What follows belongs to an exercise in optimizing a design on an open flow for small area, a short achievable clock period and few clock cycles per item; a production flow would make more cautious choices.
At most, simulation tests tie the RTL to the original design; equivalence was not proved.

the baseline:
==> flow/design.v (excerpt) <==
module message_field_filter_core
(
    input  logic        clk,
    input  logic        rst_n,
    input  logic        cfg_we,
    input  logic [2:0]  cfg_index,
    input  logic [63:0] cfg_data,
    input  logic        in_valid,
    output logic        in_stall,
    input  logic [7:0]  data_byte,
    input  logic        last_byte,
    output logic        out_valid,
    input  logic        out_stall,
    output logic        matched,
    output logic [15:0] slice_start,
    output logic [15:0] slice_length,
    output logic [15:0] message_size,
    output logic        size_overflow
);
For scale: about 900 cells after synthesis, ~310 flip-flops, ~130 I/O pins.
export LEC_CHECK = 0
export CAP_MARGIN = 20
export CORE_MARGIN = 2
export CORE_UTILIZATION = 40
export CTS_CLUSTER_DIAMETER = 80
export CTS_CLUSTER_SIZE = 24
export SLEW_MARGIN = 20
create_clock -name core_clock -period 8.5 [get_ports {clk}]
standard.sh (not shown) runs the stock make flow with config.mk's settings and CLKGATE_MAP_FILE= SYNTH_SCRIPT=/design/flow/synth_recipe.tcl, a recipe that flattens the netlist after the stock synthesis.
==> flow/flow/run.sh <==
#!/bin/bash
set -euo pipefail
export BUFFER_PORTS_ARGS="-buffer_cell sky130_fd_sc_hd__buf_2"
export SETUP_SLACK_MARGIN=5.6
bash standard.sh > flow_make.log 2>&1
Testbench counts of the baseline, summed over its fixed seeds: cycles 31,637, items 2,400.
Relative to the baseline, the following input files were edited for the candidate:
--- a/flow/design.v
+++ b/flow/design.v
@@ -145,85 +145,68 @@
     begin
         if (!stall_r)
         begin
             data_reg <= data_byte;
             last_reg <= last_byte;
         end
     end
     logic [15:0] size_inc;
-    logic [15:0] cnt_next;
     logic [16:0] inc_c;
     mff_prefix #(.N(16)) u_inc (
         .g   (16'd0),
         .p   (size),
         .cin (1'b1),
         .c   (inc_c)
     );
     assign size_inc = size ^ inc_c[15:0];
-    assign cnt_next = inmsg ? size_inc : 16'd1;
-    logic [15:0] size_nx;
     logic [16:0] ek, ex, ec;
     logic        eq_off, eq_sum, eq_t;
-    assign size_nx = adv ? cnt_next : size;
-    assign eq_off  = (size_nx == c_off);
-    assign ek      = {1'b0, size_nx};
-    assign ex      = {1'b0, c_off ^ c_slice} ^ ek;
-    assign ec      = {(c_off & c_slice) | ((c_off ^ c_slice) & ~size_nx), 1'b0};
-    assign eq_sum  = (ex == ec);
-    always_ff @(posedge clk)
-        eq_t <= is_slice ? eq_sum : eq_off;
+    assign eq_off = (size == c_off);
+    assign ek     = {1'b0, size};
+    assign ex     = {1'b0, c_off ^ c_slice} ^ ek;
+    assign ec     = {(c_off & c_slice) | ((c_off ^ c_slice) & ~size), 1'b0};
+    assign eq_sum = (ex == ec);
+    assign eq_t   = is_slice ? eq_sum : eq_off;
     logic t_zero;
-    always_ff @(posedge clk)
-        t_zero <= (c_off == 16'd0) && (!is_slice || c_slice == 16'd0);
+    assign t_zero = (c_off == 16'd0) && (!is_slice || c_slice == 16'd0);
     logic flag_cur, met_cur, teq_cur, win;
     assign pos  = {pos_hi, !pos0_n};
     assign rpos = {rpos_hi, !rpos0_n};
     assign flag_cur = inmsg ? (flag || eq_t) : t_zero;
     assign met_cur  = inmsg && met;
     assign teq_cur  = !inmsg || teq;
     assign win      = flag_cur && !pos[8];
     logic        t_win, r_win;
     logic [7:0]  t_byte, rs_byte, rw_byte;
     always_comb
     begin
         t_byte  = '0;
         for (int j = 0; j < 8; j++)
             t_byte = t_byte | ({8{pos[j]}} & c_tmpl[8*j +: 8]);
     end
     logic [3:0] rpos_n;
-    logic       r_shift, r_start;
-    logic [7:0] rs_nxt, rw_nxt;
-    assign r_shift = adv && win && is_range;
-    assign r_start = !inmsg || (fire && last_reg);
-    assign rpos_n  = (fire && last_reg) ? 4'b0001
-                   : r_shift            ? {rpos[2:0], 1'b0}
-                   :                      rpos;
+    logic [7:0] rs_sel, rw_sel;
+    assign rpos_n = (fire && last_reg)            ? 4'b0001
+                  : (adv && win && is_range)      ? {rpos[2:0], 1'b0}
+                  :                                 rpos;
     always_comb
     begin
-        rs_nxt = '0;
-        rw_nxt = '0;
-        for (int j = 0; j < 3; j++)
+        rs_sel = '0;
+        rw_sel = '0;
+        for (int j = 0; j < 4; j++)
         begin
-            rs_nxt = rs_nxt | ({8{rpos[j]}} & c_rstart[8*(j+1) +: 8]);
-            rw_nxt = rw_nxt | ({8{rpos[j]}} & c_rwidth[8*(j+1) +: 8]);
+            rs_sel = rs_sel | ({8{rpos_n[j]}} & c_rstart[8*j +: 8]);
+            rw_sel = rw_sel | ({8{rpos_n[j]}} & c_rwidth[8*j +: 8]);
         end
     end
     always_ff @(posedge clk)
     begin
-        if (r_shift && !last_reg)
-        begin
-            rs_byte <= rs_nxt;
-            rw_byte <= rw_nxt;
-        end
-        else if (r_start)
-        begin
-            rs_byte <= c_rstart[7:0];
-            rw_byte <= c_rwidth[7:0];
-        end
+        rs_byte <= rs_sel;
+        rw_byte <= rw_sel;
     end
     assign t_win = is_tmpl && win && (|(pos[7:0] & nmask));
     assign r_win = is_range && win && (|rpos);
     logic       b1_in, b1_new;
     logic [8:0] c1;
     assign b1_in = !rpos[0] && b1;
     mff_prefix #(.N(8)) u_b1 (
         .g   (data_reg & ~rs_byte),
@@ -288,17 +271,17 @@
         end
     end
     always_ff @(posedge clk)
     begin
         if (fire && full)
             ovf <= 1'b1;
         if (adv)
         begin
-            size   <= cnt_next;
+            size   <= inmsg ? size_inc : 16'd1;
             full_r <= inmsg && (&size[15:1]) && !size[0];
             ovf    <= inmsg && ovf;
             flag   <= flag_cur;
             met    <= met_cur || (win && (|(pos[7:0] & mlast)));
             teq    <= teq_cur && !(t_win && (t_byte != data_reg));
             if (r_win)
                 b1 <= b1_new;
         end
[summary]
Measured against each other, the baseline and the candidate differ in final-layout worst hold slack, the lower figure coming from the candidate.
Looking at worst-case setup margin in the final layout across both flows, the candidate is the weaker of the two, with the baseline ahead.
Die: the candidate bigger than the baseline
Startpoint of the worst setup timing path = c_slice[14]: the candidate; startpoint of the worst setup timing path = size[1]: the baseline
Number of antenna violations at the first check in global routing: the candidate vs the baseline identical
Looking at the baseline and the candidate, the clock skew after layout is a wash.
In the candidate the worst slew margin relative to its limit turned out 2.5 points higher than in the baseline.
When the candidate is set beside the baseline, its initial core utilization turns out to be 0.44 points larger.
Function not checked in the candidate: the RTL went through the layout flow alone.


the previous run:
The RTL this note starts from:
==> flow/design.v <==
`timescale 1ns / 1ps
module mff_prefix #(parameter int N = 8)
(
    input  logic [N-1:0] g,
    input  logic [N-1:0] p,
    input  logic         cin,
    output logic [N:0]   c
);
    logic [N-1:0] gg;
    logic [N-1:0] pp;
    always_comb
    begin
        gg = g;
        pp = p;
        gg[0] = g[0] | (p[0] & cin);
        for (int l = 0; (1 << l) < N; l++)
        begin
            for (int i = 0; i < N; i++)
            begin
                if (((i >> l) & 1) == 1)
                begin
                    gg[i] = gg[i] | (pp[i] & gg[((i >> l) << l) - 1]);
                    pp[i] = pp[i] & pp[((i >> l) << l) - 1];
                end
            end
        end
        c = {gg, cin};
    end
endmodule
`timescale 1ns / 1ps
module message_field_filter_core
(
    input  logic        clk,
    input  logic        rst_n,
    input  logic        cfg_we,
    input  logic [2:0]  cfg_index,
    input  logic [63:0] cfg_data,
    input  logic        in_valid,
    output logic        in_stall,
    input  logic [7:0]  data_byte,
    input  logic        last_byte,
    output logic        out_valid,
    input  logic        out_stall,
    output logic        matched,
    output logic [15:0] slice_start,
    output logic [15:0] slice_length,
    output logic [15:0] message_size,
    output logic        size_overflow
);
    logic [1:0]  c_mode;
    logic [15:0] c_req;
    logic [15:0] c_off;
    logic [3:0]  c_cnt;
    logic [63:0] c_tmpl;
    logic [31:0] c_rstart;
    logic [31:0] c_rwidth;
    logic [15:0] c_slice;
    always_ff @(posedge clk)
    begin
        if (cfg_we)
        begin
            case (cfg_index)
                3'd0: c_mode   <= cfg_data[1:0];
                3'd1: c_req    <= cfg_data[15:0];
                3'd2: c_off    <= cfg_data[15:0];
                3'd3: c_cnt    <= cfg_data[3:0];
                3'd4: c_tmpl   <= cfg_data;
                3'd5: c_rstart <= cfg_data[31:0];
                3'd6: c_rwidth <= cfg_data[31:0];
                default: c_slice <= cfg_data[15:0];
            endcase
        end
    end
    logic is_tmpl, is_range, is_slice;
    assign is_tmpl  = (c_mode == 2'd0);
    assign is_range = (c_mode == 2'd1);
    assign is_slice = (c_mode == 2'd2);
    logic [7:0] nmask, mlast;
    always_comb
    begin
        for (int j = 0; j < 8; j++)
        begin
            nmask[j] = c_cnt[3] || (3'(j) < c_cnt[2:0]);
            mlast[j] = is_range ? (j == 3)
                     : c_cnt[3] ? (j == 7)
                     :            (3'(j + 1) == c_cnt[2:0]);
        end
    end
    logic       in_valid_reg;
    logic [7:0] data_reg;
    logic       last_reg;
    logic        inmsg;      
    logic        done;       
    logic [15:0] size;
    logic        full_r;     
    logic        ovf;
    logic        flag;       
    logic        met;        
    logic        teq;        
    logic        b1;         
    logic        b2;         
    logic [8:0]  pos;        
    logic [3:0]  rpos;       
    logic        pos0_n;     
    logic        rpos0_n;    
    logic [8:1]  pos_hi;
    logic [3:1]  rpos_hi;
    logic        o_matched;
    logic [15:0] o_size;
    logic        o_ovf;
    logic [15:0] o_start;
    logic [15:0] o_len;
    logic        stall_r;
    logic push, fire, adv, full;
    assign push     = done && !out_valid;
    assign fire     = in_valid_reg && (!done || push);
    assign full     = inmsg && full_r;
    assign adv      = fire && !full;
    assign in_stall = stall_r;
    logic in_valid_reg_n, done_n, out_valid_n;
    assign in_valid_reg_n = in_valid || stall_r;
    assign done_n         = (fire && last_reg) || (done && !push);
    assign out_valid_n    = push || (out_valid && out_stall);
    always_ff @(posedge clk or negedge rst_n)
    begin
        if (!rst_n)
        begin
            in_valid_reg <= 1'b0;
            done         <= 1'b0;
            out_valid    <= 1'b0;
            stall_r      <= 1'b0;
        end
        else
        begin
            in_valid_reg <= in_valid_reg_n;
            done         <= done_n;
            out_valid    <= out_valid_n;
            stall_r      <= in_valid_reg_n && done_n && out_valid_n;
        end
    end
    always_ff @(posedge clk)
    begin
        if (!stall_r)
        begin
            data_reg <= data_byte;
            last_reg <= last_byte;
        end
    end
    logic [15:0] size_inc;
    logic [15:0] cnt_next;
    logic [16:0] inc_c;
    mff_prefix #(.N(16)) u_inc (
        .g   (16'd0),
        .p   (size),
        .cin (1'b1),
        .c   (inc_c)
    );
    assign size_inc = size ^ inc_c[15:0];
    assign cnt_next = inmsg ? size_inc : 16'd1;
    logic [15:0] size_nx;
    logic [16:0] ek, ex, ec;
    logic        eq_off, eq_sum, eq_t;
    assign size_nx = cnt_next;
    assign eq_off  = (size_nx == c_off);
    assign ek      = {1'b0, size_nx};
    assign ex      = {1'b0, c_off ^ c_slice} ^ ek;
    assign ec      = {(c_off & c_slice) | ((c_off ^ c_slice) & ~size_nx), 1'b0};
    assign eq_sum  = (ex == ec);
    always_ff @(posedge clk)
        if (adv)
            eq_t <= is_slice ? eq_sum : eq_off;
    logic t_zero;
    always_ff @(posedge clk)
        t_zero <= (c_off == 16'd0) && (!is_slice || c_slice == 16'd0);
    logic flag_cur, met_cur, teq_cur, win;
    assign pos  = {pos_hi, !pos0_n};
    assign rpos = {rpos_hi, !rpos0_n};
    assign flag_cur = inmsg ? (flag || eq_t) : t_zero;
    assign met_cur  = inmsg && met;
    assign teq_cur  = !inmsg || teq;
    assign win      = flag_cur && !pos[8];
    logic        t_win, r_win;
    logic [7:0]  t_byte, rs_byte, rw_byte;
    always_comb
    begin
        t_byte  = '0;
        for (int j = 0; j < 8; j++)
            t_byte = t_byte | ({8{pos[j]}} & c_tmpl[8*j +: 8]);
    end
    logic [3:0] rpos_n;
    logic       r_shift, r_start;
    logic [7:0] rs_nxt, rw_nxt;
    assign r_shift = adv && win && is_range;
    assign r_start = !inmsg || (fire && last_reg);
    assign rpos_n  = (fire && last_reg) ? 4'b0001
                   : r_shift            ? {rpos[2:0], 1'b0}
                   :                      rpos;
    always_comb
    begin
        rs_nxt = '0;
        rw_nxt = '0;
        for (int j = 0; j < 3; j++)
        begin
            rs_nxt = rs_nxt | ({8{rpos[j]}} & c_rstart[8*(j+1) +: 8]);
            rw_nxt = rw_nxt | ({8{rpos[j]}} & c_rwidth[8*(j+1) +: 8]);
        end
    end
    always_ff @(posedge clk)
    begin
        if (r_shift && !last_reg)
        begin
            rs_byte <= rs_nxt;
            rw_byte <= rw_nxt;
        end
        else if (r_start)
        begin
            rs_byte <= c_rstart[7:0];
            rw_byte <= c_rwidth[7:0];
        end
    end
    assign t_win = is_tmpl && win && (|(pos[7:0] & nmask));
    assign r_win = is_range && win && (|rpos);
    logic       b1_in, b2_in, b1_new, b2_new;
    logic [8:0] c1;
    assign b1_in = !rpos[0] && b1;
    assign b2_in = !rpos[0] && b2;
    mff_prefix #(.N(8)) u_b1 (
        .g   (data_reg & ~rs_byte),
        .p   (data_reg | ~rs_byte),
        .cin (!b1_in),
        .c   (c1)
    );
    assign b1_new = !c1[8];
    logic [7:0] s3, k3;
    logic [8:0] y3;
    logic [8:0] c3;
    assign s3 = data_reg ^ ~rs_byte ^ ~rw_byte;
    assign k3 = (data_reg & ~rs_byte) | (data_reg & ~rw_byte) | (~rs_byte & ~rw_byte);
    assign y3 = {k3, !b1_in};
    mff_prefix #(.N(8)) u_b2 (
        .g   (s3 & y3[7:0]),
        .p   (s3 | y3[7:0]),
        .cin (!b2_in),
        .c   (c3)
    );
    assign b2_new = b1_new ? !(y3[8] | c3[8]) : !(y3[8] & c3[8]);
    assign b2_eff = b2;
    always_ff @(posedge clk)
        if (adv && r_win)
        begin
            b1 <= b1_new;
            b2 <= b2_new;
        end
    always_ff @(posedge clk or negedge rst_n)
    begin
        if (!rst_n)
        begin
            inmsg <= 1'b0;
            pos0_n  <= 1'b0;
            pos_hi  <= '0;
            rpos0_n <= 1'b0;
            rpos_hi <= '0;
        end
        else
        begin
            rpos0_n <= !rpos_n[0];
            rpos_hi <= rpos_n[3:1];
            if (fire)
                inmsg <= !last_reg;
            if (fire && last_reg)
            begin
                pos0_n  <= 1'b0;
                pos_hi  <= '0;
            end
            else if (adv && win)
            begin
                pos0_n <= 1'b1;
                pos_hi <= pos[7:0];
            end
        end
    end
    always_ff @(posedge clk)
    begin
        if (fire && full)
            ovf <= 1'b1;
        if (adv)
        begin
            size   <= cnt_next;
            full_r <= inmsg && (&size[15:1]) && !size[0];
            ovf    <= inmsg && ovf;
            flag   <= flag_cur;
            met    <= met_cur || (win && (|(pos[7:0] & mlast)));
            teq    <= teq_cur && !(t_win && (t_byte != data_reg));
        end
    end
    logic ok_len, ok_mode, b2_eff, flag_end;
    assign flag_end = flag || eq_t;
    assign ok_len = (c_req == 16'd0) || (size == c_req);
    always_comb
    begin
        case (c_mode)
            2'd0:    ok_mode = teq && ((c_cnt == 4'd0) ? flag_end : met);
            2'd1:    ok_mode = b2_eff && met;
            2'd2:    ok_mode = flag_end;
            default: ok_mode = 1'b0;
        endcase
    end
    always_ff @(posedge clk)
    begin
        if (push)
        begin
            o_matched <= !ovf && ok_len && ok_mode;
            o_size    <= size;
            o_ovf     <= ovf;
            o_len     <= is_slice ? c_slice : size;
        end
    end
    always_ff @(posedge clk)
        o_start <= is_slice ? c_off : 16'd0;
    assign matched       = o_matched;
    assign message_size  = o_size;
    assign size_overflow = o_ovf;
    assign slice_start   = o_start;
    assign slice_length  = o_len;
endmodule
Settings: LEC_CHECK=0, CAP_MARGIN=20, CORE_MARGIN=2, CORE_UTILIZATION=40, CTS_CLUSTER_DIAMETER=80, CTS_CLUSTER_SIZE=24, SLEW_MARGIN=20; clock period 8.5 ns.
==> flow/flow/run.sh <==
#!/bin/bash
set -euo pipefail
export BUFFER_PORTS_ARGS="-buffer_cell sky130_fd_sc_hd__buf_2"
export SETUP_SLACK_MARGIN=5.8
bash standard.sh > flow_make.log 2>&1
Inputs modified between the previous run and the current run:
--- a/flow/design.v
+++ b/flow/design.v
@@ -106,4 +106,7 @@
     logic [8:1]  pos_hi;
     logic [3:1]  rpos_hi;
+    logic [9:0]  rt;         
+    logic        rt_v;       
+    logic        rt_first;   
     logic        o_matched;
     logic [15:0] o_size;
@@ -221,8 +224,7 @@
     assign t_win = is_tmpl && win && (|(pos[7:0] & nmask));
     assign r_win = is_range && win && (|rpos);
-    logic       b1_in, b2_in, b1_new, b2_new;
+    logic       b1_in, b1_new;
     logic [8:0] c1;
     assign b1_in = !rpos[0] && b1;
-    assign b2_in = !rpos[0] && b2;
     mff_prefix #(.N(8)) u_b1 (
         .g   (data_reg & ~rs_byte),
@@ -235,4 +237,5 @@
     logic [8:0] y3;
     logic [8:0] c3;
+    logic [9:0] u3;
     assign s3 = data_reg ^ ~rs_byte ^ ~rw_byte;
     assign k3 = (data_reg & ~rs_byte) | (data_reg & ~rw_byte) | (~rs_byte & ~rw_byte);
@@ -241,15 +244,21 @@
         .g   (s3 & y3[7:0]),
         .p   (s3 | y3[7:0]),
-        .cin (!b2_in),
+        .cin (1'b1),
         .c   (c3)
     );
-    assign b2_new = b1_new ? !(y3[8] | c3[8]) : !(y3[8] & c3[8]);
-    assign b2_eff = b2;
+    assign u3 = {y3[8] & c3[8], y3[8] ^ c3[8], s3 ^ y3[7:0] ^ c3[7:0]};
+    logic [9:0] rx;
+    logic       b2_new;
+    assign rx     = {rt[9:8] + {1'b0, b1}, rt[7:0]};
+    assign b2_new = rx[9] || ((rx == 10'd0) && !rt_first && b2);
+    assign b2_eff = rt_v ? b2_new : b2;
     always_ff @(posedge clk)
-        if (adv && r_win)
-        begin
-            b1 <= b1_new;
+    begin
+        rt       <= {!u3[9], u3[8:0]};
+        rt_first <= rpos[0];
+        rt_v     <= adv && r_win;
+        if (rt_v)
             b2 <= b2_new;
-        end
+    end
     always_ff @(posedge clk or negedge rst_n)
     begin
@@ -292,4 +301,6 @@
             met    <= met_cur || (win && (|(pos[7:0] & mlast)));
             teq    <= teq_cur && !(t_win && (t_byte != data_reg));
+            if (r_win)
+                b1 <= b1_new;
         end
     end
==> comparison <==
The first-pass GRT wire length of the current run exceeds that of the previous run by about 7%.
Re sequential share of layout area: the previous run was higher than the current run.
Number of cell rows was lower in the previous run than in the current run.
Delta (the current run minus the previous run): via count of the first global-routing pass increased 420; cell count of the worst reg-to-reg path increased by 3 relative to the old numbers.
Taking the previous run as the reference, in the current run synthesized area went up about 3.6%; arrival time of data at the critical path endpoint shows a reduction of 80 ps.
Function was not checked in any run of this note: the RTL went through the layout flow alone.

## port drivers added, routing unchanged
The results above use ideal ports. As a check the final layouts listed here were re-extracted and re-timed, cells and wires unchanged. Step 1 sets driving cells, clkbuf_16 on the clock port and buf_2 on the other inputs (assumed; they add their load-dependent delay and slew). Step 2 times the ports against the registers' clock, not the clock port: input delays grow and output delays shrink by t, the midpoint of the rising clock arrivals with the driver on. a / b / c = no drivers / after step 1 / after step 2; a / b = the first two.
run | t (ns) | setup WS [ns] | worst setup path after step 2 | latest minus earliest clock arrival (ns)
the baseline | 0.555 | 5.518 / 5.476 / 5.343 | input to register | 0.019 / 0.019
the candidate | 0.564 | 5.501 / 5.501 / 5.375 | input to register | 0.018 / 0.018
the previous run | 0.550 | 5.567 / 5.567 / 5.401 | input to register | 0.019 / 0.019
the current run | 0.556 | 5.636 / 5.636 / 5.383 | input to register | 0.025 / 0.025
After both steps setup and hold are still met in every run listed. The setup slack of the current run, which loses most, moves by 0.000 ns with the drivers and by -0.253 ns with both steps.
